Context: an optimization exercise on an open-source flow, tuned for small area, a short achievable clock period and few clock cycles. The choices shown serve that exercise and are no tape-out recipe.
Where RTL was checked, it was by simulation tests only, not by an equivalence proof against the original.
Function not checked in run 6: the RTL went through the layout flow alone.
Power figures rest on the tool's default switching activity, not on a simulated workload.

`flow/design.v`:
```
`timescale 1ns / 1ps
`default_nettype none
package dcpa_pkg;
    localparam int MassW      = 16;
    localparam int SumW       = 24;
    localparam int CountW     = 8;
    localparam int TimeW      = 32;
    localparam int MaxSamples = 255;
    localparam int DivCycles    = MassW / 2;
    localparam int StepW        = $clog2(DivCycles);
    localparam logic [1:0] RegWakeInterval = 2'd0;
    localparam logic [1:0] RegWarmupDelay  = 2'd1;
    localparam logic [1:0] RegReadWindow   = 2'd2;
    localparam logic [TimeW-1:0] WakeIntervalRst = 32'd300000;
    localparam logic [TimeW-1:0] WarmupDelayRst  = 32'd30000;
    localparam logic [TimeW-1:0] ReadWindowRst   = 32'd10000;
endpackage
`default_nettype wire
`timescale 1ns / 1ps
`default_nettype none
module dcpa_lane
(
    input  wire logic                        clk,
    input  wire logic                        rst_n,
    input  wire logic                        accum,
    input  wire logic                        div_step,
    input  wire logic                        div_last,
    input  wire logic [dcpa_pkg::MassW-1:0]  mass,
    input  wire logic [dcpa_pkg::CountW-1:0] divisor,
    input  wire logic [dcpa_pkg::CountW+1:0] divisor3,
    output logic      [dcpa_pkg::MassW-1:0]  avg
);
    localparam int MW = dcpa_pkg::MassW;
    localparam int CW = dcpa_pkg::CountW;
    localparam int SW = dcpa_pkg::SumW;
    logic [SW-1:0] sum_reg;
    logic [SW-1:0] div_next;
    logic [MW-1:0] avg_reg;
    logic [CW+1:0] shifted;
    logic [CW+2:0] diff1;
    logic [CW+2:0] diff2;
    logic [CW+2:0] diff3;
    logic [CW-1:0] rem_next;
    logic [1:0]    qbits;
    assign shifted = sum_reg[SW-1:MW-2];
    assign diff1   = {1'b0, shifted} - {3'b0, divisor};
    assign diff2   = {1'b0, shifted} - {2'b0, divisor, 1'b0};
    assign diff3   = {1'b0, shifted} - {1'b0, divisor3};
    always_comb
    begin
        if (!diff3[CW+2])
        begin
            qbits    = 2'd3;
            rem_next = diff3[CW-1:0];
        end
        else if (!diff2[CW+2])
        begin
            qbits    = 2'd2;
            rem_next = diff2[CW-1:0];
        end
        else if (!diff1[CW+2])
        begin
            qbits    = 2'd1;
            rem_next = diff1[CW-1:0];
        end
        else
        begin
            qbits    = 2'd0;
            rem_next = shifted[CW-1:0];
        end
    end
    assign div_next = {rem_next, sum_reg[MW-3:0], qbits};
    always_ff @(posedge clk or negedge rst_n)
    begin
        if (!rst_n)
        begin
            sum_reg <= '0;
            avg_reg <= '0;
        end
        else if (div_last)
        begin
            sum_reg <= '0;
            avg_reg <= div_next[MW-1:0];
        end
        else if (div_step)
        begin
            sum_reg <= div_next;
        end
        else if (accum)
        begin
            sum_reg <= sum_reg + SW'(mass);
        end
    end
    assign avg = avg_reg;
endmodule
`default_nettype wire
`timescale 1ns / 1ps
`default_nettype none
module dcpa_ctrl
(
    input  wire logic                        clk,
    input  wire logic                        rst_n,
    input  wire logic                        in_valid,
    output logic                             in_ready,
    output logic                             in_ready_port,
    input  wire logic [dcpa_pkg::TimeW-1:0]  now_ms,
    input  wire logic                        first_tick,
    input  wire logic                        reading_valid,
    input  wire logic [dcpa_pkg::TimeW-1:0]  wake_interval_ms,
    input  wire logic [dcpa_pkg::TimeW-1:0]  warmup_delay_ms,
    input  wire logic [dcpa_pkg::TimeW-1:0]  read_window_ms,
    input  wire logic                        out_ready,
    output logic                             out_valid,
    output logic                             accum,
    output logic                             div_step,
    output logic                             div_last,
    output logic                             enable,
    output logic                             published,
    output logic      [dcpa_pkg::CountW-1:0] count,
    output logic      [dcpa_pkg::CountW-1:0] divisor,
    output logic      [dcpa_pkg::CountW+1:0] divisor3
);
    localparam int TW = dcpa_pkg::TimeW;
    localparam int CW = dcpa_pkg::CountW;
    logic              t_valid;
    logic [TW-1:0]     t_now;
    logic              t_first;
    logic              t_rv;
    logic [TW-1:0]     t_elapsed;
    logic              stale_reg;
    logic [TW-1:0]     wake_time_reg;
    logic              enable_reg;
    logic              done_reg;
    logic [CW-1:0]     count_reg;
    logic              busy_reg;
    logic [dcpa_pkg::StepW-1:0] step_reg;
    logic              pend_reg;
    logic              out_valid_reg;
    logic [CW-1:0]     out_count_reg;
    logic              out_pub_reg;
    logic              out_enable_reg;
    logic [TW-1:0]     elapsed_src;
    logic [TW-1:0]     elapsed_new;
    logic [TW:0]       window_end_reg;
    logic              ge_window_end;
    logic [CW-1:0]     count_inc;
    logic              warmup_zero;
    logic              window_zero;
    logic              wake;
    logic              close;
    logic              publish;
    logic              in_window;
    logic              take;
    logic              fire;
    logic              last;
    logic              taken;
    logic              out_free;
    logic              enable_next;
    logic [CW-1:0]     count_next;
    logic              ready_reg;
    logic              held_reg;
    logic [CW+1:0]     divisor3_reg;
    logic [CW+1:0]     divisor3_next;
    logic              t_valid_next;
    logic              stale_next;
    logic              busy_next;
    logic              pend_next;
    assign fire     = t_valid && !busy_reg && !pend_reg && !stale_reg;
    assign in_ready      = !held_reg;
    assign in_ready_port = ready_reg;
    assign taken    = out_valid_reg && out_ready;
    assign out_free = !out_valid_reg || out_ready;
    assign elapsed_src = held_reg ? t_now : now_ms;
    assign elapsed_new = elapsed_src - wake_time_reg;
    always_ff @(posedge clk)
    begin
        window_end_reg <= {1'b0, warmup_delay_ms} + {1'b0, read_window_ms};
    end
    assign ge_window_end = ({1'b0, t_elapsed} >= window_end_reg);
    assign warmup_zero   = (warmup_delay_ms == '0);
    assign window_zero   = (read_window_ms == '0);
    assign wake       = t_first || (t_elapsed >= wake_interval_ms);
    assign close      = !wake && ge_window_end && !done_reg;
    assign publish    = close && (count_reg != '0);
    assign in_window  = wake ? (warmup_zero && !window_zero)
                             : ((t_elapsed >= warmup_delay_ms) && !ge_window_end);
    assign take       = t_rv && in_window && (count_reg != CW'(dcpa_pkg::MaxSamples));
    assign last       = (step_reg == dcpa_pkg::StepW'(dcpa_pkg::DivCycles - 1));
    assign enable_next = wake || (enable_reg && !close);
    assign count_inc   = count_reg + 1'b1;
    assign count_next  = take ? count_inc : count_reg;
    assign divisor3_next = take ? (divisor3_reg + (CW+2)'(3)) : divisor3_reg;
    assign accum    = fire && take;
    assign div_step = (busy_reg && (!last || out_free)) || (fire && publish);
    assign div_last = busy_reg && last && out_free;
    assign t_valid_next = in_ready ? in_valid : t_valid;
    assign stale_next   = fire && wake && in_valid;
    assign busy_next    = fire ? publish : (busy_reg && !(div_step && last));
    assign pend_next    = (fire && !publish && !out_free) || (pend_reg && !out_ready);
    always_ff @(posedge clk or negedge rst_n)
    begin
        if (!rst_n)
        begin
            t_valid   <= 1'b0;
            ready_reg <= 1'b1;
            held_reg  <= 1'b0;
        end
        else
        begin
            t_valid   <= t_valid_next;
            ready_reg <= !t_valid_next || (!busy_next && !pend_next && !stale_next);
            held_reg  <= t_valid_next && (busy_next || pend_next || stale_next);
        end
    end
    always_ff @(posedge clk)
    begin
        if (in_ready)
        begin
            t_now   <= now_ms;
            t_first <= first_tick;
            t_rv    <= reading_valid;
        end
        t_elapsed <= elapsed_new;
    end
    always_ff @(posedge clk or negedge rst_n)
    begin
        if (!rst_n)
        begin
            wake_time_reg  <= '0;
            enable_reg     <= 1'b0;
            done_reg       <= 1'b0;
            count_reg      <= '0;
            divisor3_reg   <= '0;
            busy_reg       <= 1'b0;
            step_reg       <= '0;
            pend_reg       <= 1'b0;
            stale_reg      <= 1'b0;
            out_valid_reg  <= 1'b0;
            out_count_reg  <= '0;
            out_pub_reg    <= 1'b0;
            out_enable_reg <= 1'b0;
        end
        else
        begin
            if (taken)
            begin
                out_valid_reg <= 1'b0;
            end
            stale_reg <= stale_next;
            if (fire)
            begin
                if (wake)
                begin
                    wake_time_reg <= t_now;
                end
                enable_reg <= enable_next;
                done_reg   <= !wake && (done_reg || close);
                count_reg  <= count_next;
                divisor3_reg <= divisor3_next;
                busy_reg   <= publish;
                if (!publish)
                begin
                    if (out_free)
                    begin
                        out_valid_reg  <= 1'b1;
                        out_count_reg  <= count_next;
                        out_pub_reg    <= 1'b0;
                        out_enable_reg <= enable_next;
                    end
                    else
                    begin
                        pend_reg <= 1'b1;
                    end
                end
            end
            if (pend_reg && out_ready)
            begin
                pend_reg       <= 1'b0;
                out_valid_reg  <= 1'b1;
                out_count_reg  <= count_reg;
                out_pub_reg    <= 1'b0;
                out_enable_reg <= enable_reg;
            end
            if (div_step)
            begin
                step_reg <= step_reg + 1'b1;
                if (last)
                begin
                    busy_reg       <= 1'b0;
                    count_reg      <= '0;
                    divisor3_reg   <= '0;
                    out_valid_reg  <= 1'b1;
                    out_count_reg  <= '0;
                    out_pub_reg    <= 1'b1;
                    out_enable_reg <= enable_reg;
                end
            end
        end
    end
    assign out_valid = out_valid_reg;
    assign enable    = out_enable_reg;
    assign published = out_pub_reg;
    assign count     = out_count_reg;
    assign divisor   = count_reg;
    assign divisor3  = divisor3_reg;
endmodule
`default_nettype wire
`timescale 1ns / 1ps
`default_nettype none
module duty_cycled_particle_averager
(
    input  wire logic        clk,
    input  wire logic        rst_n,
    input  wire logic        s_tvalid,
    output logic             s_tready,
    input  wire logic [87:0] s_tdata,
    output logic             m_tvalid,
    input  wire logic        m_tready,
    output logic      [63:0] m_tdata,
    input  wire logic        psel,
    input  wire logic        penable,
    input  wire logic        pwrite,
    input  wire logic [3:0]  paddr,
    input  wire logic [31:0] pwdata,
    output logic      [31:0] prdata,
    output logic             pready
);
    localparam int MW = dcpa_pkg::MassW;
    logic [dcpa_pkg::TimeW-1:0] wake_interval_reg;
    logic [dcpa_pkg::TimeW-1:0] warmup_delay_reg;
    logic [dcpa_pkg::TimeW-1:0] read_window_reg;
    logic [31:0]      prdata_reg;
    logic             pready_reg;
    logic [2:0]       wsel_reg;
    logic             in_ready;
    logic             accum;
    logic             div_step;
    logic             div_last;
    logic             enable;
    logic             published;
    logic [dcpa_pkg::CountW-1:0] count;
    logic [dcpa_pkg::CountW-1:0] divisor;
    logic [dcpa_pkg::CountW+1:0] divisor3;
    logic [MW-1:0]    mass_pm1;
    logic [MW-1:0]    mass_pm25;
    logic [MW-1:0]    mass_pm10;
    logic [MW-1:0]    avg_pm1;
    logic [MW-1:0]    avg_pm25;
    logic [MW-1:0]    avg_pm10;
    always_ff @(posedge clk or negedge rst_n)
    begin
        if (!rst_n)
        begin
            wake_interval_reg <= dcpa_pkg::WakeIntervalRst;
            warmup_delay_reg  <= dcpa_pkg::WarmupDelayRst;
            read_window_reg   <= dcpa_pkg::ReadWindowRst;
            pready_reg        <= 1'b0;
            wsel_reg          <= '0;
        end
        else
        begin
            pready_reg <= psel && penable && !pready_reg;
            wsel_reg   <= '0;
            if (psel && penable && pwrite && !pready_reg)
            begin
                case (paddr[3:2])
                    dcpa_pkg::RegWakeInterval: wsel_reg <= 3'b001;
                    dcpa_pkg::RegWarmupDelay:  wsel_reg <= 3'b010;
                    dcpa_pkg::RegReadWindow:   wsel_reg <= 3'b100;
                    default: ;
                endcase
            end
            if (wsel_reg[0])
            begin
                wake_interval_reg <= pwdata;
            end
            if (wsel_reg[1])
            begin
                warmup_delay_reg <= pwdata;
            end
            if (wsel_reg[2])
            begin
                read_window_reg <= pwdata;
            end
        end
    end
    always_ff @(posedge clk)
    begin
        case (paddr[3:2])
            dcpa_pkg::RegWakeInterval: prdata_reg <= wake_interval_reg;
            dcpa_pkg::RegWarmupDelay:  prdata_reg <= warmup_delay_reg;
            dcpa_pkg::RegReadWindow:   prdata_reg <= read_window_reg;
            default:                   prdata_reg <= '0;
        endcase
    end
    assign prdata = prdata_reg;
    assign pready = pready_reg;
    dcpa_ctrl u_ctrl (
        .clk              (clk),
        .rst_n            (rst_n),
        .in_valid         (s_tvalid),
        .in_ready         (in_ready),
        .in_ready_port    (s_tready),
        .now_ms           (s_tdata[31:0]),
        .first_tick       (s_tdata[32]),
        .reading_valid    (s_tdata[33]),
        .wake_interval_ms (wake_interval_reg),
        .warmup_delay_ms  (warmup_delay_reg),
        .read_window_ms   (read_window_reg),
        .out_ready        (m_tready),
        .out_valid        (m_tvalid),
        .accum            (accum),
        .div_step         (div_step),
        .div_last         (div_last),
        .enable           (enable),
        .published        (published),
        .count            (count),
        .divisor          (divisor),
        .divisor3         (divisor3)
    );
    always_ff @(posedge clk)
    begin
        if (in_ready)
        begin
            mass_pm1  <= s_tdata[49:34];
            mass_pm25 <= s_tdata[65:50];
            mass_pm10 <= s_tdata[81:66];
        end
    end
    dcpa_lane u_lane_pm1 (
        .clk      (clk),
        .rst_n    (rst_n),
        .accum    (accum),
        .div_step (div_step),
        .div_last (div_last),
        .mass     (mass_pm1),
        .divisor  (divisor),
        .divisor3 (divisor3),
        .avg      (avg_pm1)
    );
    dcpa_lane u_lane_pm25 (
        .clk      (clk),
        .rst_n    (rst_n),
        .accum    (accum),
        .div_step (div_step),
        .div_last (div_last),
        .mass     (mass_pm25),
        .divisor  (divisor),
        .divisor3 (divisor3),
        .avg      (avg_pm25)
    );
    dcpa_lane u_lane_pm10 (
        .clk      (clk),
        .rst_n    (rst_n),
        .accum    (accum),
        .div_step (div_step),
        .div_last (div_last),
        .mass     (mass_pm10),
        .divisor  (divisor),
        .divisor3 (divisor3),
        .avg      (avg_pm10)
    );
    assign m_tdata = {6'd0, count, avg_pm10, avg_pm25, avg_pm1, published, enable};
endmodule
`default_nettype wire
```
`flow/flow/run.sh`:
```
#!/bin/bash
# The standard layout (the standard.sh, all steps through finish), with
# the port buffers that placement inserts made of sky130_fd_sc_hd__buf_2
# cells instead of the buffer_ports default. Every port still gets its own
# buffer. make's full output goes to layout.log in the work folder; ORFS's
# per-step logs stay under orfs/logs/.
set -euo pipefail
bash standard.sh "BUFFER_PORTS_ARGS=-buffer_cell sky130_fd_sc_hd__buf_2" finish > layout.log 2>&1
```
`flow/standard.sh`:
```
#!/bin/bash
# synth_recipe.tcl (not shown) runs the flow's synth.tcl, then flattens the netlist and writes it again
# the make line also repeats each setting of config.mk as NAME=value (left out here)
make -C /OpenROAD-flow-scripts/flow DESIGN_CONFIG=/design/flow/config.mk WORK_HOME=/design/flow/orfs CLKGATE_MAP_FILE= SYNTH_SCRIPT=/design/flow/synth_recipe.tcl "${@:-finish}"
```
`flow/config.mk`:
```
export PLATFORM = sky130hd
export DESIGN_NAME = duty_cycled_particle_averager
export DESIGN_NICKNAME = duty_cycled_particle_averager
export VERILOG_FILES = /design/flow/design.v
export SDC_FILE = /design/flow/constraint.sdc
export NUM_CORES = 4
export LEC_CHECK = 0
export ABC_AREA = 1
export CAP_MARGIN = 20
export CORE_MARGIN = 2
export CORE_UTILIZATION = 70
export CTS_CLUSTER_DIAMETER = 80
export CTS_CLUSTER_SIZE = 25
export PLACE_DENSITY = 0.72
export SETUP_SLACK_MARGIN = 4.8
export SLEW_MARGIN = 20
```
`flow/constraint.sdc`:
```
create_clock -name core_clock -period 8.0 [get_ports {clk}]
set_input_delay 1.6000 -clock core_clock [delete_from_list [all_inputs] [get_ports {clk}]]
set_output_delay 1.6000 -clock core_clock [all_outputs]
set_load 0.01 [all_outputs]
```
==> impl_metrics.toml, run 1 <==
[synth]
synth.largest_area_cell = "dfrtp_1"
synth_top_area_share_pct = 23.2
syn_avg_cell_area_um2 = 7.96
async_flop_share_pct = 62.0
synth_common_cells = "nand2_1 (876), inv_1 (485), o21ai_0 (366)"
yosys_warnings = 3
seq_area_frac_synth_pct = 39.1
synth.area.top_cells = "dfrtp_1 (23%), ha_1 (12%), nand2_1 (11%), dfxtp_1 (8.8%), o21ai_0 (6.3%)"
synth_edf_count = 50
synthFlopType = "dfrtp_1"
yosysMostFrequentCell = "nand2_1"
synthCells = 3673
synth_cell_type_count = 59
synth-seq-cells = 471
synthesis.area_mm2 = 0.0292

[die]
fp-row-count = 74
dieWidth_um = 208
die_height_um = 208
ioPinCount = 230
start_util_pct = 71.3
core_mm2 = 0.0410
dieArea_mm2 = 0.0434

[timing]
fin_ws_ns = 4.73
fin_tns_setup_ns = 0
rsz0062_at_grt = "true"
final_max_slew_viol_count = 0
max_freq_mhz = 306
hold_violations = 0
setup_viol = 0
fin_crit_sh_pct = 40.9
tightest_slew_ns = 1.14
fin_crit_ns = 3.27
fin_skew_ns = 0.0225
slew_headroom_pct = 23.9

[drt]
ant_nets = 0
wl_per_cell_um = 20.2
vias_per_cell = 6.21
routed_wl_mm = 90.6
routed-via-count = 27800
drc_errors = 0
firstDrtPassIters = 6
drtIter0Drc = 3815

[cells_and_area]
largest_reg_flops = 33
design_area_mm2 = 0.0332
register_area_mm2 = 0.0114
drive_above_1_share_pct = 13.4
fillCellCount = 2756
multi_input_area_mm2 = 0.0160
area_delta_synth_final_pct = 13.4
final_nets = 4358

[clocking]
clock_tree.buffer_depth = 3
clk_pin_slew_ns = 0.10
cts_tree = "built"
clock_latency_ns = 0.61
cts.sinks = 471
cts-root-buf = "clkbuf_16"
htree_levels = 1
numCtsBuffers = 28

[power]
share_comb_of_total_power_pct = 62.0
switching_share_pct = 49.9
p_int_uw = 7810
power_frac_seq_pct = 27.2
powerDensity_mw_per_mm2 = 470
clkPwrFrac_pct = 10.7
vdd_drop_max_v = 0.000305
p_switching_uw = 7780
p_leak_uw = 0.0162

[worst_hold_path]
min_from = "pready_reg$_DFF_PN0_"
hp-class = "reg -> reg"
hold-path-endpoint = "pready_reg$_DFF_PN0_"
hold_depth = 1

[grt]
gr-total-overflow = 0
grt_max_degree = 125
track_usage_pct = 39.8
grt_pass1_wl_mm = 138
antenna_found_initial = 6
first_global_vias = 26500

[worst_setup_path]
r2r_cells = 18
path_class = "in -> reg"
cp.required_ns = 8.52
r2r_slack_ns = 4.81
timing.rr.start = "wake_interval_reg[5]$_DFFE_PN1P_"
crit_fanout = 3
crit_path_start_kind = "input port"
critPathArrivalTime_ns = 3.80
worstSetupEndpointType = "flop"
r2r-end = "u_lane_pm10.sum_reg[8]$_DFFE_PN0P_"

[flow_run]
max_cap_violations = 0

[placed_design]
hpwlAfterDp_mm = 61.7
portBuffers = 215
pre_cts_slack_ns = 3.50
postPlaceCellArea_mm2 = 0.0307
place_congestion = 0.989

[status]
outcome = "finished clean"
## critical path: stages
cell,delay [ns]
buf_6,0.08
o21ai_4,0.05
ha_4,0.18
fa_2,0.38
o21ai_4,0.19
a21oi_2,0.07
o21bai_1,0.18
nand2_1,0.09
nand2_2,0.11
nand2_1,0.06
o211ai_1,0.14
nand2_1,0.13
nand2_2,0.10
nand2_2,0.07
o21ai_2,0.14
xor2_1,0.22
## area by class of cell
cell class	count	share of cell area, %
multi-input cells	2616	48.4
diodes	5	0.0377
clock buffers	39	2.40
repair buffers	315	6.44
flip-flops and latches	471	34.5
inverters	491	5.67
well taps	532	2.01
clock inverters	13	0.570
## cells in the final DEF, fill, tap and decap left out, types with 97 or more instances in the layout
cell type	netlist	layout
a21oi_1	250	244
buf_2	13	213
dfrtp_1	271	266
dfxtp_1	129	122
ha_1	290	277
inv_1	485	472
nand2_1	876	854
nand3_1	103	97
nor2_1	154	146
o21ai_0	366	353
xor2_1	115	114
## per-layer routing
| metal | routed length (um) | part of all wire, % | global-route usage (%) | vias to the layer above |
|---|---|---|---|---|
| met5 | 0 | 0 | 0 | - |
| met4 | 3650 | 4.0 | 15.5 | 0 |
| met3 | 11400 | 13 | 9.07 | 316 |
| met2 | 39100 | 43 | 60.1 | 1682 |
| met1 | 36500 | 40 | 55.8 | 13100 |
| li1 | - | - | - | 12700 |
## how the worst max path moves through the flow
| stage | start | end | slack (ns) |
|---|---|---|---|
| after floorplan | s_tdata[0] | u_ctrl.t_elapsed[24]$_DFF_P_ | 4.50 |
| after global placement | m_tready | u_lane_pm1.sum_reg[0]$_DFFE_PN0P_ | 3.59 |
| after detailed placement | m_tready | u_lane_pm1.sum_reg[0]$_DFFE_PN0P_ | 3.50 |
| after CTS | wake_interval_reg[15]$_DFFE_PN1P_ | u_lane_pm1.sum_reg[18]$_DFFE_PN0P_ | 4.75 |
| after global routing | s_tdata[0] | u_ctrl.t_elapsed[24]$_DFF_P_ | 4.64 |
| final | s_tdata[0] | u_ctrl.t_elapsed[24]$_DFF_P_ | 4.73 |
## kinds of logic after synthesis
kind of cell | synth area share, %
flops | 39.1
other cells | 0.0128
buf+inv | 8.12
fa+ha+maj | 13.4
compound gates | 16.5
simple gates | 17.7
mux | 0.0385
xor+xnor | 5.15
## metrics by stage
| stage | power [uW] | util [%] | hold WS (ns) | std cells |
|---|---|---|---|---|
| floorplan | 10200 | - | 0.442 | 3678 |
| global placement | 12100 | 74.8 | 0.419 | 4331 |
| detailed placement | 12500 | 74.8 | 0.432 | 4331 |
| global route | 16700 | 80.8 | 0.456 | 4482 |
| CTS | 14600 | 78.6 | 0.445 | 4420 |
| finish | 15600 | 80.8 | 0.447 | 4482 |
## timing repair
| item | 4_1_cts | 5_1_grt |
|---|---|---|
| resized for setup | 33 | 93 |
| cloned | 7 | 5 |
| setup endpoints to repair | 151 | 112 |
| pin swaps | 18 | 53 |
| setup buffers | 30 | 52 |
| hold buffers | 0 | 0 |
## power by group through the flow
| stage | Combinational [uW] | Clock, uW | Sequential [uW] |
|---|---|---|---|
| floorplan | 6260 | 0 | 3950 |
| global placement | 7910 | 0 | 4160 |
| detailed placement | 8330 | 0 | 4200 |
| CTS | 8800 | 1670 | 4160 |
| global route | 10700 | 1760 | 4300 |
| finish | 9670 | 1670 | 4240 |
Testbench counts, summed over its fixed seeds: cycles 9,553.
==> run 2, diff against run 1 <==
--- a/flow/config.mk
+++ b/flow/config.mk
@@ -8,9 +8,8 @@
 export ABC_AREA = 1
 export CAP_MARGIN = 20
 export CORE_MARGIN = 2
-export CORE_UTILIZATION = 70
+export CORE_UTILIZATION = 60
 export CTS_CLUSTER_DIAMETER = 80
 export CTS_CLUSTER_SIZE = 25
-export PLACE_DENSITY = 0.72
 export SETUP_SLACK_MARGIN = 4.8
 export SLEW_MARGIN = 20
==> run 2 against run 1 <==
Compared with the run above:
- still clean on timing, DRC and antenna
- synthesized cell count unchanged
- clock-buffer cell count down 5
- routed wire length down 3.7%
- critical endpoint unchanged
- largest power group unchanged
==> impl_metrics.toml, run 2 <==
[clocking]
clock_tree.buffer_depth = 3
numCtsBuffers = 29
ctsHoldBuffers = 0
cts_tree = "built"
cts.sinks = 471
clk_pin_slew_ns = 0.10
cts-root-buf = "clkbuf_16"
htree_levels = 1
clock_latency_ns = 0.63

[cells_and_area]
final_nets = 4344
final_common_cell = "nand2_1"
drive_above_1_share_pct = 13.0
multi_input_area_mm2 = 0.0161
layout_common_cells = "nand2_1 (854), inv_1 (475), o21ai_0 (354)"
area_delta_synth_final_pct = 13.2
fillCellCount = 3967
largest_reg_flops = 33
register_area_mm2 = 0.0114

[status]
outcome = "finished clean"

[grt]
antenna_found_initial = 4
track_usage_pct = 33.6
grt_max_degree = 135
gr-total-overflow = 0
grt_pass1_wl_mm = 134
first_global_vias = 24900

[worst_setup_path]
path_class = "in -> reg"
worstSetupEndpointType = "flop"
critPathArrivalTime_ns = 3.70
cp.required_ns = 8.54
crit_family = "compound AO/OA/AOI/OAI gates"
worstPathBufferInverterCount = 1
crit_fanout = 3
crit_path_start_kind = "input port"
crit_start = "s_tdata[0]"
timing.rr.start = "wake_interval_reg[15]$_DFFE_PN1P_"
crit_slowest_cell = "fa_2"
crit_chain = "buf_6, o21ai_4, ha_4, fa_2, o21ai_2, a21oi_1, o21bai_1, nand2_1, nand2_2, nand2_1, o211ai_1, nand2_1, nand2_2, nand2_2, o21ai_2, xor2_1"
max_stage_delay_ns = 0.35

[synth]
async_flop_share_pct = 62.0
synth_edf_count = 50
synth_cell_type_count = 59
synth_top_area_share_pct = 23.2
synthFlopType = "dfrtp_1"
synth-seq-cells = 471
yosysMostFrequentCell = "nand2_1"
synth.largest_area_cell = "dfrtp_1"
synth_common_cells = "nand2_1 (876), inv_1 (485), o21ai_0 (366)"
yosys_warnings = 3
syn_avg_cell_area_um2 = 7.96
synthCells = 3673
synthesis.area_mm2 = 0.0292
synth.area.top_cells = "dfrtp_1 (23%), ha_1 (12%), nand2_1 (11%), dfxtp_1 (8.8%), o21ai_0 (6.3%)"
seq_area_frac_synth_pct = 39.1

[timing]
fin_crit_sh_pct = 39.6
max_freq_mhz = 316
setup_viol = 0
hold_violations = 0
final_max_slew_viol_count = 0
rsz0062_at_grt = "true"
fin_ws_ns = 4.83
fin_skew_ns = 0.0278
fin_crit_ns = 3.17
tightest_slew_ns = 1.07
slew_headroom_pct = 28.3
fin_tns_setup_ns = 0

[flow_run]
max_cap_violations = 0

[placed_design]
hpwlAfterDp_mm = 61.3
portBuffers = 215
place_congestion = 0.978
pre_cts_slack_ns = 3.12

[die]
die_height_um = 225
start_util_pct = 61.0
dieWidth_um = 225
core_mm2 = 0.0479
dieArea_mm2 = 0.0505
ioPinCount = 230
fp-row-count = 80

[drt]
drc_errors = 0
drtIter0Drc = 2422
wl_per_cell_um = 19.2
routed_wl_mm = 87.2
vias_per_cell = 5.82
ant_nets = 0
routed-via-count = 26500
firstDrtPassIters = 5

[power]
p_leak_uw = 0.0162
power_uw = 15300
powerDensity_mw_per_mm2 = 462
vdd_drop_max_v = 0.000303

[worst_hold_path]
hp-class = "reg -> reg"
min_from = "pready_reg$_DFF_PN0_"
[run 2: final cells by class]
cell class,count,share of cell area [%]
sequential,471,34.6
clock inverter,20,0.798
timing repair buffer,296,5.60
inverter,491,5.65
antenna,4,0.0302
clock buffer,34,2.34
multi-input combinational,2620,48.7
tap,615,2.33
[run 2: per-stage QoR]
step	hold slack (ns)	utilization, %	cells	area [um2]
2_1_floorplan	0.442	-	3678	29300
3_3_place_gp	0.418	64.2	4415	30800
3_5_place_dp	0.422	64.2	4415	30800
4_1_cts	0.435	67.4	4508	32300
5_1_grt	0.468	69.0	4551	33100
6_report	0.435	69.0	4551	33100
[run 2: routing by layer]
metal / up-vias / wire length, um / GRT usage (%)
li1: 12700 / - / -
met1: 12600 / 39700 / 50.5
met2: 1054 / 37300 / 50.1
met3: 122 / 8180 / 5.98
met4: 0 / 2080 / 8.42
met5: - / 0 / 0
[run 2: path summary, 6_finish.rpt]
kind / to / slack [ns] / cells past startpoint
min in group asynchronous: pready_reg$_DFF_PN0_ / 1.04 / 1
hold / removal: pready_reg$_DFF_PN0_ / 0.44 / 1
setup / recovery: u_ctrl.t_elapsed[24]$_DFF_P_ / 4.83 / 16
max in group asynchronous: u_lane_pm25.sum_reg[4]$_DFFE_PN0P_ / 5.61 / 2
setup reg to reg: u_lane_pm1.sum_reg[16]$_DFFE_PN0P_ / 4.91 / 17
hold reg to reg: pready_reg$_DFF_PN0_ / 0.44 / 1
[run 2: power breakdown]
part / switching [uW] / internal, uW
combinational: 5790 / 3580
sequential: 826 / 3370
clock: 940 / 780
total: 7550 / 7730
[run 2: worst register-to-register path, stage by stage, from the launching register on]
cell        delay, ns
dfstp_2          0.55
inv_2            0.05
ha_4             0.21
nand2_1          0.07
inv_2            0.05
o21ai_1          0.06
nand2_1          0.13
nor2_2           0.17
nand2_2          0.10
nand2_2          0.09
nand4_4          0.20
nor2_4           0.23
nand4_4          0.14
nand2_8          0.18
clkinvlp_4       0.17
buf_4            0.24
nand2_4          0.26
o21ai_1          0.09
[run 2: what timing repair did]
action,in CTS,in global routing
buffers inserted,31,33
pin swaps,15,44
cloned,8,6
setup endpoints to repair,114,124
resized for setup,23,102
[run 2: cells by family after synthesis]
| group | synth area share (%) |
|---|---|
| AO/OA/AOI/OAI | 16.5 |
| XOR/XNOR | 5.15 |
| adder cells (fa/ha/maj) | 13.4 |
| buffers and inverters | 8.12 |
| flip-flops | 39.1 |
| multiplexers | 0.0385 |
| other | 0.0128 |
| AND/OR/NAND/NOR | 17.7 |
==> run 3, diff against run 2 <==
--- a/flow/config.mk
+++ b/flow/config.mk
@@ -6,10 +6,10 @@
 export NUM_CORES = 4
 export LEC_CHECK = 0
 export ABC_AREA = 1
-export CAP_MARGIN = 20
+export CAP_MARGIN = 5
 export CORE_MARGIN = 2
 export CORE_UTILIZATION = 60
 export CTS_CLUSTER_DIAMETER = 80
 export CTS_CLUSTER_SIZE = 25
 export SETUP_SLACK_MARGIN = 4.8
-export SLEW_MARGIN = 20
+export SLEW_MARGIN = 5
==> run 3 against run 2 <==
Compared with the run above:
- worst setup slack improved by 0.0024 ns
- synthesized cell count is the same
- hold slack barely moved
- global-route usage did not move
- fmax about the same
- clock power about the same
- non-clock buffer count stayed put
- first-iteration DRC count is 0.62% lower
- combinational power about the same
- critical path depth did not move
- total power hardly changed
- register-to-register slack lost 0.03 ns
- critical endpoint unchanged
- largest power group unchanged
==> impl_metrics.toml, run 3 <==
[power]
powerDensity_mw_per_mm2 = 462
vdd_drop_max_v = 0.000303
power_uw = 15300
p_leak_uw = 0.0162

[clocking]
clk_pin_slew_ns = 0.10
htree_levels = 1
cts_tree = "built"
clock_latency_ns = 0.63
cts.sinks = 471
clock_tree.buffer_depth = 3
cts-root-buf = "clkbuf_16"
numCtsBuffers = 29

[worst_hold_path]
min_from = "pready_reg$_DFF_PN0_"
hp-class = "reg -> reg"
hold_depth = 1

[synth]
synth-simple-area-share_pct = 17.7
synthesis.area_mm2 = 0.0292
syn_avg_cell_area_um2 = 7.96
synth.area.top_cells = "dfrtp_1 (23%), ha_1 (12%), nand2_1 (11%), dfxtp_1 (8.8%), o21ai_0 (6.3%)"
yosysMostFrequentCell = "nand2_1"
synth-seq-cells = 471
seq_area_frac_synth_pct = 39.1
synthCells = 3673
synth_fa_ha_area_share_pct = 13.4
synth_top_area_share_pct = 23.2
synth_common_cells = "nand2_1 (876), inv_1 (485), o21ai_0 (366)"
yosys_warnings = 3
synth_compound_area_share_pct = 16.5
synth.largest_area_cell = "dfrtp_1"
synth_cell_type_count = 59
synth_xor_area_share_pct = 5.15
synthFlopType = "dfrtp_1"
synth_mux_area_share_pct = 0.0385
async_flop_share_pct = 62.0
synth_edf_count = 50
synth_top_family_by_area = "simple AND/OR/NAND/NOR gates"

[worst_setup_path]
worstSetupEndpointType = "flop"
crit_family = "compound AO/OA/AOI/OAI gates"
crit_path_start_kind = "input port"
r2r-end = "u_lane_pm1.sum_reg[16]$_DFFE_PN0P_"
crit_start = "s_tdata[0]"
max_stage_delay_ns = 0.35
path_class = "in -> reg"
r2r_slack_ns = 4.88
critPathArrivalTime_ns = 3.70
worstPathBufferInverterCount = 1
crit_slowest_cell = "fa_2"
cp.required_ns = 8.54
crit_chain = "buf_6, o21ai_4, ha_4, fa_2, o21ai_2, a21oi_1, o21bai_1, nand2_1, nand2_2, nand2_1, o211ai_1, nand2_1, nand2_2, nand2_2, o21ai_2, xor2_1"
r2r_cells = 16
cp_num_cells = 16
timing.rr.start = "u_ctrl.t_elapsed[13]$_DFF_P_"
crit_fanout = 3
critical_path.endpoint = "u_ctrl.t_elapsed[24]$_DFF_P_"

[die]
core_mm2 = 0.0479
dieArea_mm2 = 0.0505
fp-row-count = 80
ioPinCount = 230
start_util_pct = 61.0
dieWidth_um = 225
die_height_um = 225

[cells_and_area]
drive_above_1_share_pct = 13.0
final_nets = 4344
stdcell_count = 4551
largest_reg_flops = 33
final_common_cell = "nand2_1"
area_delta_synth_final_pct = 13.2
layout_common_cells = "nand2_1 (854), inv_1 (475), o21ai_0 (354)"
fillCellCount = 3968

[drt]
firstDrtPassIters = 6
routed_wl_mm = 87.3
vias_per_cell = 5.82
drtIter0Drc = 2407
routed-via-count = 26500
drc_errors = 0
ant_nets = 0
wl_per_cell_um = 19.2

[timing]
max_freq_mhz = 316
fin_tns_setup_ns = 0
hold_violations = 0
rsz0062_at_grt = "true"
fin_crit_sh_pct = 39.5
final_max_slew_viol_count = 0
slew_headroom_pct = 19.2
fin_crit_ns = 3.16
setup_viol = 0
fin_skew_ns = 0.0269
tightest_slew_ns = 1.21

[placed_design]
hpwlAfterDp_mm = 61.3
portBuffers = 215
place_congestion = 0.978
dp.cells = 4415

[status]
outcome = "finished clean"

[grt]
grt_pass1_wl_mm = 134
track_usage_pct = 33.6
grt_max_degree = 135
first_global_vias = 24900
antenna_found_initial = 4
gr-total-overflow = 0

[flow_run]
max_cap_violations = 0
## run 3: cell types whose count changed in the layout (fill, tap and decap cells not counted)
cell,change
dfrtp_4,-2
dfrtp_2,+2
## run 3: cell families after synthesis
| kind of cell | count (synthesis) |
|---|---|
| xor+xnor | 172 |
| other cells | 1 |
| mux | 1 |
| simple gates | 1257 |
| fa+ha+maj | 304 |
| compound gates | 868 |
| flops | 471 |
| buf+inv | 599 |
## run 3: final cells by class
cell class	count	area, um2	share of cell area (%)
Antenna cell	4	10.0	0.0303
Clock buffer	34	776	2.34
Clock inverter	20	264	0.798
Inverter	491	1870	5.65
Multi-Input combinational cell	2620	16100	48.7
Sequential cell	471	11400	34.6
Tap cell	615	769	2.33
Timing Repair Buffer	296	1850	5.60
## run 3: worst min-delay path by stage
| stage | end | slack (ns) |
|---|---|---|
| 2_1_floorplan | u_ctrl.wake_time_reg[31]$_DFFE_PN0P_ | 0.44 |
| 3_3_place_gp | pready_reg$_DFF_PN0_ | 0.42 |
| 3_5_place_dp | pready_reg$_DFF_PN0_ | 0.42 |
| 4_1_cts | pready_reg$_DFF_PN0_ | 0.43 |
| 5_1_grt | pready_reg$_DFF_PN0_ | 0.47 |
| 6_report | pready_reg$_DFF_PN0_ | 0.44 |
## run 3: through the flow
stage | util [%] | area (um2) | hold WS, ns | setup slack [ns]
2_1_floorplan | - | 29300 | 0.442 | 4.50
3_3_place_gp | 64.2 | 30800 | 0.418 | 3.19
3_5_place_dp | 64.2 | 30800 | 0.422 | 3.12
4_1_cts | 67.4 | 32300 | 0.435 | 4.81
5_1_grt | 69.0 | 33100 | 0.468 | 4.71
6_report | 69.0 | 33100 | 0.436 | 4.84
## run 3: repair_timing
item                                    in CTS  in global routing
endpoints found under the setup margin     114                124
gates cloned                                 8                  6
hold buffers                                 0                  0
setup buffers                               31                 33
resized for setup                           23                102
pin swaps                                   15                 44
## run 3: power by group
part | internal (uW) | switching [uW] | leakage (uW) | total, uW
logic | 3580 | 5790 | 0.0106 | 9370
registers | 3370 | 827 | 0.00513 | 4190
clock network | 780 | 941 | 0.000499 | 1720
## run 3: metal layers
| metal | vias up | share of wire (%) | track usage (%) | routed length [um] |
|---|---|---|---|---|
| li1 | 12700 | - | - | - |
| met1 | 12600 | 46 | 50.5 | 40000 |
| met2 | 1055 | 43 | 50.1 | 37300 |
| met3 | 128 | 9.0 | 5.98 | 7870 |
| met4 | 0 | 2.4 | 8.42 | 2100 |
| met5 | - | 0 | 0 | 0 |
==> run 4, diff against run 3 <==
--- a/flow/config.mk
+++ b/flow/config.mk
@@ -6,10 +6,10 @@
 export NUM_CORES = 4
 export LEC_CHECK = 0
 export ABC_AREA = 1
-export CAP_MARGIN = 5
+export CAP_MARGIN = 20
 export CORE_MARGIN = 2
 export CORE_UTILIZATION = 60
 export CTS_CLUSTER_DIAMETER = 80
 export CTS_CLUSTER_SIZE = 25
-export SETUP_SLACK_MARGIN = 4.8
-export SLEW_MARGIN = 5
+export SETUP_SLACK_MARGIN = 4.9
+export SLEW_MARGIN = 20
==> run 4 against run 3 <==
Compared with the run above:
- critical path depth is the same
- register-to-register slack gained 0.04 ns
- combinational power is 4.7% higher
- worst setup slack gained 0.018 ns
- highest routed layer unchanged
- die area unchanged
- via count is 2.6% higher
- still clean
- global-route usage is 1.1 points higher
==> impl_metrics.toml, run 4 <==
[grt]
antenna_found_initial = 3
track_usage_pct = 34.7
grt_max_degree = 164
gr-total-overflow = 0
grt_pass1_wl_mm = 138
first_global_vias = 25500

[power]
p_leak_uw = 0.0164
powerDensity_mw_per_mm2 = 467
power_uw = 15800
share_comb_of_total_power_pct = 62.2
switching_share_pct = 49.6
clkPwrFrac_pct = 10.8
p_int_uw = 7950
p_switching_uw = 7820
power_frac_seq_pct = 27.0
vdd_drop_max_v = 0.000357

[worst_setup_path]
crit_family = "simple AND/OR/NAND/NOR gates"
path_class = "in -> reg"
critPathArrivalTime_ns = 3.68
cp_num_cells = 16
worstPathBufferInverterCount = 1
r2r_cells = 18
max_stage_delay_ns = 0.37
crit_path_start_kind = "input port"
cp.required_ns = 8.53
crit_chain = "buf_6, o21ai_4, ha_4, fa_2, o21ai_2, a21oi_1, o21bai_1, nand2_1, nand2_2, nand3_2, nand2_2, nand2_2, nand2_2, nand4_1, nand2_1, xor2_1"
crit_slowest_cell = "fa_2"
crit_fanout = 3
worstSetupEndpointType = "flop"
cp_common_cell = "nand2_2"

[timing]
fin_ws_ns = 4.85
fin_tns_setup_ns = 0
rsz0062_at_grt = "true"
setup_viol = 0
hold_violations = 0
slew_headroom_pct = 26.2
max_freq_mhz = 318
fin_crit_sh_pct = 39.3
final_max_slew_viol_count = 0
fin_skew_ns = 0.0375
fin_crit_ns = 3.15
tightest_slew_ns = 1.11

[die]
fp-row-count = 80
dieWidth_um = 225
ioPinCount = 230
start_util_pct = 61.0
core_mm2 = 0.0479
die_height_um = 225
dieArea_mm2 = 0.0505

[drt]
vias_per_cell = 5.93
wl_per_cell_um = 19.8
drtIter0Drc = 2817
routed_wl_mm = 90.6
routed-via-count = 27200
ant_nets = 0
drc_errors = 0
firstDrtPassIters = 6

[cells_and_area]
area_delta_synth_final_pct = 15.6
final_common_cell = "nand2_1"
final_core_util_pct = 70.5
drive_above_1_share_pct = 15.2
largest_reg_flops = 33
final_nets = 4380
layout_common_cells = "nand2_1 (846), inv_1 (469), o21ai_0 (343)"
design_area_mm2 = 0.0338

[synth]
seq_area_frac_synth_pct = 39.1
synthesis.area_mm2 = 0.0292
synthCells = 3673
synth.area.top_cells = "dfrtp_1 (23%), ha_1 (12%), nand2_1 (11%), dfxtp_1 (8.8%), o21ai_0 (6.3%)"
synth.largest_area_cell = "dfrtp_1"
synth_top_area_share_pct = 23.2
synth_edf_count = 50
synth_cell_type_count = 59
syn_avg_cell_area_um2 = 7.96
synth-seq-cells = 471
yosys_warnings = 3
synth_common_cells = "nand2_1 (876), inv_1 (485), o21ai_0 (366)"
synthFlopType = "dfrtp_1"
async_flop_share_pct = 62.0
yosysMostFrequentCell = "nand2_1"

[flow_run]
max_cap_violations = 0

[clocking]
ctsHoldBuffers = 0
clock_latency_ns = 0.63
cts-root-buf = "clkbuf_16"
clk_pin_slew_ns = 0.09
cts.sinks = 471
cts_tree = "built"
numCtsBuffers = 29
htree_levels = 1
clock_tree.buffer_depth = 3

[worst_hold_path]
hp-class = "reg -> reg"
hold_depth = 1

[placed_design]
place_congestion = 0.949
pre_cts_slack_ns = 3.39
portBuffers = 215
hpwlAfterDp_mm = 61.9
postPlaceCellArea_mm2 = 0.0308

[status]
outcome = "finished clean"
run 4: cell types whose count changed in the layout (fill, tap and decap cells not counted), moves of 4 or more:
cell     change
inv_6        +4
nand3_2      +9
nand2_1      -8
nand3_1     -11
buf_12       +7
buf_4       +24
o21ai_1      -4
o21ai_2     +15
o21ai_0     -11
nand2_2      +7
inv_1        -6
run 4: path summary, 6_finish.rpt:
path                                                         from                                  end  slack (ns)
min in group asynchronous                                   rst_n                 pready_reg$_DFF_PN0_        0.89
worst min register to register               pready_reg$_DFF_PN0_                 pready_reg$_DFF_PN0_        0.45
worst max-delay path                                   s_tdata[0]         u_ctrl.t_elapsed[30]$_DFF_P_        4.85
max in group asynchronous                                   rst_n  u_lane_pm25.avg_reg[14]$_DFFE_PN0P_        5.71
worst max register to register  wake_interval_reg[15]$_DFFE_PN1P_   u_lane_pm1.sum_reg[13]$_DFFE_PN0P_        4.92
worst min-delay path                         pready_reg$_DFF_PN0_                 pready_reg$_DFF_PN0_        0.45
run 4: kinds of logic after synthesis:
logic type | synth area share, %
muxes | 0.0385
buffers and inverters | 8.12
other | 0.0128
AOI/OAI and AO/OA | 16.5
adders and majority gates | 13.4
xor gates and xnor gates | 5.15
DFF | 39.1
and+or+nand+nor | 17.7
run 4: area by class of cell:
type	instances	area, um2
Antenna cell	3	7.51
Fill cell	3828	14100
Inverter	491	1890
Sequential cell	471	11400
Multi-Input combinational cell	2619	16400
Timing Repair inverter	1	7.51
Timing Repair Buffer	332	2300
Clock inverter	19	244
Clock buffer	35	768
Tap cell	615	769
run 4: through the flow:
step	instances	hold WS [ns]
6_report	4586	0.449
5_1_grt	4585	0.487
4_1_cts	4523	0.465
3_5_place_dp	4414	0.452
3_3_place_gp	4414	0.421
2_1_floorplan	3678	0.442
run 4: power by group through the flow:
stage	Sequential (uW)	Combinational, uW	Clock, uW
2_1_floorplan	3950	6260	0
3_3_place_gp	4200	8080	0
3_5_place_dp	4220	8310	0
4_1_cts	4190	8940	1730
5_1_grt	4330	10900	1800
6_report	4250	9810	1710
run 4: repair_timing:
action,in CTS,in global routing
gates cloned,10,7
buffers inserted,45,52
endpoints found under the setup margin,125,134
pin swaps,35,72
gates resized for setup,61,153
endpoints found under the hold margin,0,0
run 4: metal layers:
| metal | GRT usage [%] | up-vias | share of wire (%) |
|---|---|---|---|
| li1 | - | 12800 | - |
| met1 | 51.4 | 12900 | 43 |
| met2 | 51.1 | 1311 | 43 |
| met3 | 7.46 | 171 | 11 |
| met4 | 10.1 | 0 | 3.0 |
| met5 | 0 | - | 0 |
run 4: worst reg2reg max path, cell delays in order, from the launching register on:
cell        delay, ns
dfstp_2          0.54
inv_2            0.05
ha_4             0.21
nand2_1          0.07
inv_2            0.06
o21ai_2          0.06
nand2_1          0.12
nor2_2           0.19
nand2_2          0.11
nand2_2          0.09
nand4_4          0.16
nor2_4           0.20
nand4_4          0.14
nand2_8          0.22
clkinvlp_4       0.20
buf_12           0.18
nand2_8          0.11
buf_12           0.18
o21ai_1          0.08
==> run 5, diff against run 4 <==
--- a/flow/config.mk
+++ b/flow/config.mk
@@ -9,7 +9,7 @@
 export CAP_MARGIN = 20
 export CORE_MARGIN = 2
 export CORE_UTILIZATION = 60
-export CTS_CLUSTER_DIAMETER = 80
-export CTS_CLUSTER_SIZE = 25
-export SETUP_SLACK_MARGIN = 4.9
+export CTS_CLUSTER_DIAMETER = 60
+export CTS_CLUSTER_SIZE = 20
+export SETUP_SLACK_MARGIN = 4.8
 export SLEW_MARGIN = 20
==> run 5 against run 4 <==
Compared with the run above:
- clock power increased by 25%
- fmax shrank 2.4%
- total power fell by 0.26%
- sequential share of layout area up 0.29 points
- core utilization down 0.59 points
- largest power group unchanged
==> impl_metrics.toml, run 5 <==
[status]
outcome = "finished clean"

[cells_and_area]
drive_above_1_share_pct = 13.5
final_core_util_pct = 69.9
design_area_mm2 = 0.0335
final_nets = 4352
layout_common_cells = "nand2_1 (853), inv_1 (476), o21ai_0 (350)"
largest_reg_flops = 33
fillCellCount = 3913
final_common_cell = "nand2_1"
area_delta_synth_final_pct = 14.7

[synth]
syn_avg_cell_area_um2 = 7.96
synthCells = 3673
synth_cell_type_count = 59
synth_xor_area_share_pct = 5.15
synth_top_family_by_area = "simple AND/OR/NAND/NOR gates"
synth.area.top_cells = "dfrtp_1 (23%), ha_1 (12%), nand2_1 (11%), dfxtp_1 (8.8%), o21ai_0 (6.3%)"
synthesis.area_mm2 = 0.0292
synth_top_area_share_pct = 23.2
async_flop_share_pct = 62.0
seq_area_frac_synth_pct = 39.1
yosysMostFrequentCell = "nand2_1"
synth_fa_ha_area_share_pct = 13.4
yosys_warnings = 3
synth_common_cells = "nand2_1 (876), inv_1 (485), o21ai_0 (366)"
synth-simple-area-share_pct = 17.7
synth.largest_area_cell = "dfrtp_1"
synth_mux_area_share_pct = 0.0385
synthFlopType = "dfrtp_1"
synth-seq-cells = 471
synth_compound_area_share_pct = 16.5
synth_edf_count = 50

[worst_setup_path]
critPathArrivalTime_ns = 3.73
crit_chain = "buf_6, o21ai_4, ha_4, fa_2, o21ai_2, a21oi_2, o21bai_1, nand2_1, nand2_2, nand2_1, o211ai_1, nand2_1, nand2_2, nand2_2, o21ai_2, xor2_1"
path_class = "in -> reg"
crit_slowest_cell = "fa_2"
crit_fanout = 3
cp.required_ns = 8.50
max_stage_delay_ns = 0.35
worstSetupEndpointType = "flop"
crit_path_start_kind = "input port"

[drt]
drc_errors = 0
firstDrtPassIters = 8
drtIter0Drc = 2598
wl_per_cell_um = 19.3
routed-via-count = 26600
ant_nets = 0
vias_per_cell = 5.82
routed_wl_mm = 88.1

[timing]
max_freq_mhz = 310
slew_headroom_pct = 29.4
final_max_slew_viol_count = 0
rsz0062_at_grt = "true"
hold_violations = 0
fin_crit_ns = 3.22
fin_tns_setup_ns = 0
fin_ws_ns = 4.78
tightest_slew_ns = 1.06
fin_crit_sh_pct = 40.3
fin_skew_ns = 0.0311
setup_viol = 0

[clocking]
ctsHoldBuffers = 0
cts.sinks = 471
clk_pin_slew_ns = 0.08
cts-root-buf = "clkbuf_16"
clock_latency_ns = 0.60
htree_levels = 2
cts_tree = "built"
numCtsBuffers = 41
clock_tree.buffer_depth = 3

[grt]
first_global_vias = 25200
grt_max_degree = 135
antenna_found_initial = 4
track_usage_pct = 34.3
gr-total-overflow = 0
grt_pass1_wl_mm = 135

[power]
p_leak_uw = 0.0164
vdd_drop_max_v = 0.000283
powerDensity_mw_per_mm2 = 469

[placed_design]
postPlaceCellArea_mm2 = 0.0308
portBuffers = 215
pre_cts_slack_ns = 3.12
hpwlAfterDp_mm = 61.3
place_congestion = 0.978

[die]
start_util_pct = 61.0
ioPinCount = 230
dieWidth_um = 225
fp-row-count = 80
core_mm2 = 0.0479
dieArea_mm2 = 0.0505
die_height_um = 225

[worst_hold_path]
hp-class = "reg -> reg"

[flow_run]
max_cap_violations = 0
run 5: layout make-up:
cell class                      instances  area (um2)  share of cell area, %
Sequential cell                       471       11400                   34.1
Antenna cell                            4        10.0                 0.0299
Timing Repair Buffer                  295        1890                   5.63
Tap cell                              615         769                   2.30
Inverter                              491        1870                   5.59
Multi-Input combinational cell       2617       16100                   48.0
Clock buffer                           46        1060                   3.18
Clock inverter                         30         380                   1.13
run 5: timing repair:
item                                    4_1_cts  5_1_grt
gates cloned                                  8        3
gates resized for setup                      25      106
pin swaps                                    18       42
setup buffers                                34       29
endpoints found under the setup margin      114      126
run 5: worst paths after layout:
| check | endpoint | slack, ns | from | depth (start not counted) |
|---|---|---|---|---|
| max in group asynchronous | u_lane_pm25.sum_reg[5]$_DFFE_PN0P_ | 5.56 | rst_n | 2 |
| setup reg to reg | u_lane_pm25.sum_reg[15]$_DFFE_PN0P_ | 4.85 | u_ctrl.t_elapsed[13]$_DFF_P_ | 18 |
| min in group asynchronous | pready_reg$_DFF_PN0_ | 1.08 | rst_n | 1 |
| setup / recovery | u_ctrl.t_elapsed[24]$_DFF_P_ | 4.78 | s_tdata[0] | 16 |
| hold / removal | pready_reg$_DFF_PN0_ | 0.43 | pready_reg$_DFF_PN0_ | 1 |
| hold reg to reg | pready_reg$_DFF_PN0_ | 0.43 | pready_reg$_DFF_PN0_ | 1 |
run 5: kinds of logic (layout without fill, tap and decap cells):
| family | after synthesis | after routing |
|---|---|---|
| compound gates | 868 | 868 |
| simple gates | 1257 | 1266 |
| xor+xnor | 172 | 172 |
| fa+ha+maj | 304 | 304 |
| buf+inv | 599 | 862 |
| flops | 471 | 471 |
| other cells | 1 | 10 |
| mux | 1 | 1 |
run 5: worst max-delay path, delay by kind of cell:
| kind | cells | cell delay, ns |
|---|---|---|
| AO/OA/AOI/OAI | 6 | 0.79 |
| adder cells (fa/ha/maj) | 2 | 0.52 |
| AND/OR/NAND/NOR | 6 | 0.52 |
| XOR/XNOR | 1 | 0.22 |
| buffers and inverters | 1 | 0.07 |
run 5: where the power goes:
group          internal [uW]  total (uW)  switching, uW
clock network           1090        2140           1050
logic                   3590        9390           5800
registers               3370        4200            831
run 5: metal layers:
| metal | global-route usage (%) | routed length, um | part of all wire (%) |
|---|---|---|---|
| met1 | 51.0 | 39600 | 45 |
| met2 | 51.1 | 37700 | 43 |
| met3 | 5.83 | 8470 | 9.6 |
| met4 | 10.2 | 2340 | 2.7 |
| met5 | 0 | 0 | 0 |
run 5: per-stage QoR:
stage | power [uW] | hold slack [ns] | cells
2_1_floorplan | 10200 | 0.442 | 3678
3_3_place_gp | 12300 | 0.418 | 4415
3_5_place_dp | 12500 | 0.422 | 4415
4_1_cts | 15100 | 0.431 | 4533
5_1_grt | 17000 | 0.465 | 4569
6_report | 15700 | 0.432 | 4569
==> run 6, diff against run 5 <==
--- a/flow/design.v
+++ b/flow/design.v
@@ -139,7 +139,6 @@
     logic [CW-1:0]     out_count_reg;
     logic              out_pub_reg;
     logic              out_enable_reg;
-    logic [TW-1:0]     elapsed_src;
     logic [TW-1:0]     elapsed_new;
     logic [TW:0]       window_end_reg;
     logic              ge_window_end;
@@ -170,8 +169,13 @@
     assign in_ready_port = ready_reg;
     assign taken    = out_valid_reg && out_ready;
     assign out_free = !out_valid_reg || out_ready;
-    assign elapsed_src = held_reg ? t_now : now_ms;
-    assign elapsed_new = elapsed_src - wake_time_reg;
+    dcpa_elapsed u_elapsed (
+        .held      (held_reg),
+        .now_ms    (now_ms),
+        .held_now  (t_now),
+        .wake_time (wake_time_reg),
+        .elapsed   (elapsed_new)
+    );
     always_ff @(posedge clk)
     begin
         window_end_reg <= {1'b0, warmup_delay_ms} + {1'b0, read_window_ms};
@@ -305,6 +309,18 @@
     assign divisor3  = divisor3_reg;
 endmodule
 `default_nettype wire
+`default_nettype none
+module dcpa_elapsed
+(
+    input  wire logic                       held,
+    input  wire logic [dcpa_pkg::TimeW-1:0] now_ms,
+    input  wire logic [dcpa_pkg::TimeW-1:0] held_now,
+    input  wire logic [dcpa_pkg::TimeW-1:0] wake_time,
+    output logic      [dcpa_pkg::TimeW-1:0] elapsed
+);
+    assign elapsed = (held ? held_now : now_ms) - wake_time;
+endmodule
+`default_nettype wire
 `timescale 1ns / 1ps
 `default_nettype none
 module duty_cycled_particle_averager
--- a/flow/config.mk
+++ b/flow/config.mk
@@ -9,7 +9,8 @@
 export CAP_MARGIN = 20
 export CORE_MARGIN = 2
 export CORE_UTILIZATION = 60
-export CTS_CLUSTER_DIAMETER = 60
-export CTS_CLUSTER_SIZE = 20
-export SETUP_SLACK_MARGIN = 4.8
+export CTS_CLUSTER_DIAMETER = 80
+export CTS_CLUSTER_SIZE = 30
+export SETUP_SLACK_MARGIN = 4.9
 export SLEW_MARGIN = 20
+export SYNTH_HIERARCHICAL = 1
==> run 6 against run 5 <==
Compared with the run above:
- first-iteration DRC count is 9.5% lower
- area after synthesis increased by 14%
- largest power group unchanged
- clock-buffer cell count decreased by 15
- final cell count increased by 22%
==> impl_metrics.toml, run 6 <==
[timing]
final_max_slew_viol_count = 0
whs_ns = 0.450
fin_crit_ns = 3.17
slew_headroom_pct = 34.0
fin_ws_ns = 4.83
setup_viol = 0
fin_tns_setup_ns = 0
fin_skew_ns = 0.0219
tightest_slew_ns = 0.989
max_freq_mhz = 315
hold_violations = 0
fin_crit_sh_pct = 39.6
rsz0062_at_grt = "true"

[worst_hold_path]
hp-class = "reg -> reg"

[synth]
synth_top_family_by_area = "simple AND/OR/NAND/NOR gates"
yosysMostFrequentCell = "nand2_1"
synth_xor_area_share_pct = 2.91
seq_area_frac_synth_pct = 35.2
syn_avg_cell_area_um2 = 7.32
synth_edf_count = 82
yosys_warnings = 9
synth_compound_area_share_pct = 10.5
synth.area.top_cells = "dfrtp_1 (20%), nand2_1 (14%), ha_1 (11%), inv_1 (8.6%), edfxtp_1 (7.4%)"
synth-simple-area-share_pct = 27.5
synthCells = 4555
async_flop_share_pct = 62.0
synthFlopType = "dfrtp_1"
synth_cell_type_count = 64
synth_common_cells = "nand2_1 (1,261), inv_1 (766), nand3_1 (351)"
synth.largest_area_cell = "dfrtp_1"
synth_fa_ha_area_share_pct = 11.8
synthesis.area_mm2 = 0.0334
synth_mux_area_share_pct = 1.01
synth_top_area_share_pct = 20.3
synth-seq-cells = 471

[clocking]
numCtsBuffers = 30
ctsHoldBuffers = 0
htree_levels = 1
cts_tree = "built"
clock_tree.buffer_depth = 3
cts-root-buf = "clkbuf_16"
cts.sinks = 471
clock_latency_ns = 0.64
clk_pin_slew_ns = 0.10

[cells_and_area]
layout_common_cells = "nand2_1 (1,247), inv_1 (755), nand3_1 (343)"
area_delta_synth_final_pct = 12.1
multi_input_area_mm2 = 0.0184
largest_reg_flops = 33
register_area_mm2 = 0.0118
design_area_mm2 = 0.0374
drive_above_1_share_pct = 13.6
final_nets = 5242
final_common_cell = "nand2_1"
fillCellCount = 4993

[drt]
ant_nets = 0
wl_per_cell_um = 16.0
drc_errors = 0
firstDrtPassIters = 6
drtIter0Drc = 2350
vias_per_cell = 5.36
routed-via-count = 29900
routed_wl_mm = 89.5

[worst_setup_path]
cp.required_ns = 8.52
crit_fanout = 6
worstSetupEndpointType = "flop"
path_class = "reg -> reg"
crit_path_start_kind = "flop"
critPathArrivalTime_ns = 3.69

[die]
start_util_pct = 60.7
ioPinCount = 230
dieArea_mm2 = 0.0575
core_mm2 = 0.0550
dieWidth_um = 240
fp-row-count = 86
die_height_um = 240

[power]
share_comb_of_total_power_pct = 62.4
p_switching_uw = 8260
powerDensity_mw_per_mm2 = 438
power_frac_seq_pct = 26.4
switching_share_pct = 50.5
clkPwrFrac_pct = 11.2
vdd_drop_max_v = 0.000283
p_leak_uw = 0.0196
p_int_uw = 8100

[placed_design]
place_congestion = 0.940
portBuffers = 215
postPlaceCellArea_mm2 = 0.0348
pre_cts_slack_ns = 3.59
hpwlAfterDp_mm = 64.7

[grt]
antenna_found_initial = 4
first_global_vias = 27200
grt_pass1_wl_mm = 142
track_usage_pct = 30.8
grt_max_degree = 128
gr-total-overflow = 0

[flow_run]
max_cap_violations = 0

[status]
outcome = "finished clean"
## run 6: modules after synthesis (local to each module, per instance)
module                         area [um2]  cells inside
dcpa_ctrl                           10200          1240
dcpa_lane                            4490           694
dcpa_elapsed                         2910           577
duty_cycled_particle_averager        6800           656
## run 6: final timing paths
check / slack (ns) / cells after the start / start / to
max in group asynchronous: 5.62 / 2 / rst_n / read_window_reg[18]$_DFFE_PN0P_
hold / removal: 0.45 / 1 / pready_reg$_DFF_PN0_ / pready_reg$_DFF_PN0_
hold reg to reg: 0.45 / 1 / pready_reg$_DFF_PN0_ / pready_reg$_DFF_PN0_
setup / recovery: 4.83 / 16 / u_ctrl.t_elapsed[22]$_DFF_P_ / u_lane_pm1.sum_reg[1]$_DFFE_PN0P_
setup reg to reg: 4.83 / 16 / u_ctrl.t_elapsed[22]$_DFF_P_ / u_lane_pm1.sum_reg[1]$_DFFE_PN0P_
min in group asynchronous: 0.95 / 1 / rst_n / u_ctrl.wake_time_reg[10]$_DFFE_PN0P_
## run 6: per-layer routing
metal	track usage, %	vias up	share of wire, %	routed length (um)
met4	6.33	4	1.9	1740
met3	3.43	107	7.2	6430
met5	0	-	0.027	24
met1	47.3	13700	49	43500
li1	-	15200	-	-
met2	46.6	885	42	37800
## run 6: repair_timing
| item | CTS | global route |
|---|---|---|
| pin swaps | 22 | 44 |
| gates resized for setup | 77 | 123 |
| gates cloned | 15 | 6 |
| setup endpoints to repair | 139 | 136 |
| setup buffers | 37 | 34 |
## run 6: cell families after synthesis
kind of cell             Yosys count
other                              1
adder cells (fa/ha/maj)          307
AND/OR/NAND/NOR                 2095
flip-flops                       471
multiplexers                      30
AO/OA/AOI/OAI                    641
buffers and inverters            899
XOR/XNOR                         111
## run 6: per-stage QoR
step / total power [uW] / util, % / cells
after floorplan: 11200 / - / 4560
after global placement: 13400 / 63.3 / 5428
after detailed placement: 13600 / 63.3 / 5428
after CTS: 15900 / 66.7 / 5535
after global routing: 17900 / 68.0 / 5576
final: 16400 / 68.0 / 5577
## run 6: final cells by class
cell class | instances | share of cell area [%]
repair inverters | 11 | 0.228
inverters | 796 | 8.15
clock buffers | 31 | 2.07
diodes | 2 | 0.0134
flip-flops and latches | 471 | 31.5
clock inverters | 24 | 0.964
repair buffers | 301 | 5.45
multi-input cells | 3193 | 49.2
well taps | 748 | 2.50
## run 6: critical path: stages (launching register included)
cell	delay, ns
dfxtp_1	0.54
ha_1	0.30
nand2_1	0.08
nor2_1	0.06
nand4_1	0.09
and2b_2	0.28
nand2_2	0.08
nand4_4	0.17
nor2_4	0.16
nand3_4	0.11
o21ai_4	0.17
buf_12	0.17
buf_12	0.14
buf_6	0.10
clkinvlp_4	0.18
o31ai_1	0.30
o21ai_1	0.09
## run 6: power groups by stage
| stage | clock [uW] | sequential, uW | combinational, uW |
|---|---|---|---|
| 2_1_floorplan | 0 | 4050 | 7160 |
| 3_3_place_gp | 0 | 4320 | 9110 |
| 3_5_place_dp | 0 | 4330 | 9230 |
| 4_1_cts | 1880 | 4290 | 9770 |
| 5_1_grt | 1960 | 4420 | 11600 |
| 6_report | 1830 | 4330 | 10200 |

port drivers added, routing unchanged:
The flow's constraints put no driver on any port. The routed layouts listed below were extracted and timed again, unchanged, in two steps.
Step 1, drivers: a clkbuf_16 drives clk and a buf_2 each remaining input, both assumed.
Step 2 adds t to the input delays and takes it off the output delays; t is the mean of the earliest and latest rising clock arrival at the registers after step 1. Input paths then give back, and output paths get back, about the clock's delay inside the block.
a / b / c = no drivers / after step 1 / after step 2; a / b = the first two.
run	t (ns)	setup slack, ns	slew at the worst register clock pin (ns)	worst data-port slew with drivers (ns)
run 1	0.659	4.729 / 4.751 / 4.092	0.10 / 0.10	0.10
run 2	0.676	4.834 / 4.857 / 4.181	0.10 / 0.10	0.09
run 3	0.676	4.836 / 4.860 / 4.183	0.10 / 0.10	0.09
run 4	0.669	4.854 / 4.876 / 4.207	0.10 / 0.10	0.10
run 5	0.642	4.776 / 4.800 / 4.158	0.08 / 0.08	0.09
run 6	0.693	4.830 / 4.830 / 4.329	0.11 / 0.11	0.13
After both steps every run listed still meets setup and hold.
